This design comes from an exercise in tuning for small area on the open sky130 flow, not from production work. The RTL was checked by simulation tests, not by an equivalence proof against the original design. Power and IR drop assume default switching activity.

==> flow/design.v (excerpt) <==
module cpuTop #(
   parameter isaPkg::dataWord resetAddr = '0
) (
   input  logic            clk,
   input  logic            reset,
   output isaPkg::dataWord instrAddr,
   input  isaPkg::dataWord instr,
   output isaPkg::dataWord dataAddr,
   output isaPkg::dataWord writeData,
   output logic            storeEn,
   input  isaPkg::dataWord readData
);
   logic                 taken;
   logic [29:0]          target;
   isaPkg::dataWord      decodeInstr;
   logic [29:0]          decodeNextPc;
   isaPkg::regIndex      readA;
   isaPkg::regIndex      readB;
   isaPkg::dataWord      dataA;
   isaPkg::dataWord      dataB;
   pipePkg::resultBundle idEx;
   pipePkg::resultBundle exMem;
   logic                 wrEnable;
   isaPkg::regIndex      wrIndex;
   logic                 wrLoad;
   isaPkg::dataWord      wrResult;
   isaPkg::dataWord      wrLoadData;
   fetchStage #(
      .resetAddr(resetAddr)
   ) i_fetchStage (
      .clk(clk),
      .reset(reset),
      .taken(taken),
      .target(target),
      .instrAddr(instrAddr),
      .instrIn(instr),
      .instr(decodeInstr),
      .nextPc(decodeNextPc)
   );
   decodeStage i_decodeStage (
      .clk(clk),
      .reset(reset),
      .instr(decodeInstr),
      .nextPc(decodeNextPc),
      .readA(readA),
      .readB(readB),
      .dataA(dataA),
      .dataB(dataB),
      .taken(taken),
      .target(target),
      .toExecute(idEx)
   );
   regFile i_regFile (
      .clk(clk),
      .reset(reset),
      .readA(readA),
      .readB(readB),
      .dataA(dataA),
      .dataB(dataB),
      .wrEnable(wrEnable),
      .wrIndex(wrIndex),
      .wrLoad(wrLoad),
      .wrResult(wrResult),
      .wrLoadData(wrLoadData)
   );
   executeStage i_executeStage (
      .clk(clk),
      .reset(reset),
      .fromDecode(idEx),
      .toWriteback(exMem),
      .dataAddr(dataAddr),
      .writeData(writeData),
      .storeEn(storeEn)
   );
   writebackStage i_writebackStage (
      .fromExecute(exMem),
      .readData(readData),
      .wrEnable(wrEnable),
      .wrIndex(wrIndex),
      .wrLoad(wrLoad),
      .wrResult(wrResult),
      .wrLoadData(wrLoadData)
  ...
Settings: LEC_CHECK=0, CAP_MARGIN=10, CELL_PAD_IN_SITES_DETAIL_PLACEMENT=1, CELL_PAD_IN_SITES_GLOBAL_PLACEMENT=1, CORE_MARGIN=2, CORE_UTILIZATION=45, CTS_BUF_LIST=sky130_fd_sc_hd__clkbuf_8, CTS_CLUSTER_DIAMETER=70, CTS_CLUSTER_SIZE=14, PLACE_DENSITY=0.55, SLEW_MARGIN=10, SYNTH_HIERARCHICAL=1, SYNTH_MINIMUM_KEEP_SIZE=0; clock period 8.0 ns.
standard.sh (not shown) runs the stock make flow with config.mk's settings and CLKGATE_MAP_FILE= SYNTH_SCRIPT=/design/flow/synth_recipe.tcl, a recipe that flattens the netlist after the stock synthesis.
==> flow/flow/run.sh <==
#!/bin/bash
# Standard layout, with these changes to how it is made: ports are buffered
# with the smallest buffer, clock tree synthesis adds no dummy loads, the
# resizer may swap a cell for one of another footprint, and gates off the
# critical paths are downsized after global routing.
set -euo pipefail
export BUFFER_PORTS_ARGS="-buffer_cell sky130_fd_sc_hd__buf_1"
export CTS_ARGS="-sink_clustering_enable -repair_clock_nets -dont_use_dummy_load -buf_list sky130_fd_sc_hd__clkbuf_8 -sink_clustering_size 14 -sink_clustering_max_diameter 70"
bash standard.sh MATCH_CELL_FOOTPRINT=0 RECOVER_POWER=100 finish > standard.log 2>&1
The baseline finished with capacitance limit, slew limit left.
Edit:
==> flow/flow/run.sh (replaced) <==
#!/bin/bash
# Standard layout, with two changes to how it is made: ports are buffered
# with the smallest buffer, and clock tree synthesis adds no dummy loads.
set -euo pipefail
export BUFFER_PORTS_ARGS="-buffer_cell sky130_fd_sc_hd__buf_1"
export CTS_ARGS="-sink_clustering_enable -repair_clock_nets -dont_use_dummy_load -buf_list sky130_fd_sc_hd__clkbuf_8 -sink_clustering_size 14 -sink_clustering_max_diameter 70"
bash standard.sh > standard.log 2>&1
=> Now the flow completed without violations; setup slack gains 0.60 ns; via count barely changes; total power hardly moves; final area came out higher by 0.78%; core utilization came out higher by 0.37 points; combinational power came out higher by about 3%; critical path depth is unchanged; clock-buffer cell count is unchanged; synthesized cell count is unchanged.

afterwards: timing with drivers on the ports:
The flow's constraints put no driver on any port. The routed layouts listed below were extracted and timed again, unchanged, in two steps. Step 1 sets driving cells, clkbuf_16 on the clock port and buf_2 on the other inputs (assumed; they add their load-dependent delay and slew). Step 2, shift: input delay + t, output delay - t, t = (earliest + latest rising clock arrival at the registers) / 2. This alone moves slack from input paths to output paths. Slacks: ideal / step 1 / step 2; pairs: ideal / step 1.
run | t (ns) | setup slack, ns | worst data-port slew with drivers (ns)
the first run | 0.883 | 0.800 / 0.800 / 0.566 | 0.07
the second run | 0.881 | 1.397 / 1.397 / 1.397 | 0.07
The setup slack of the first run, which loses most, moves by 0.000 ns with the drivers and by -0.234 ns with both steps.
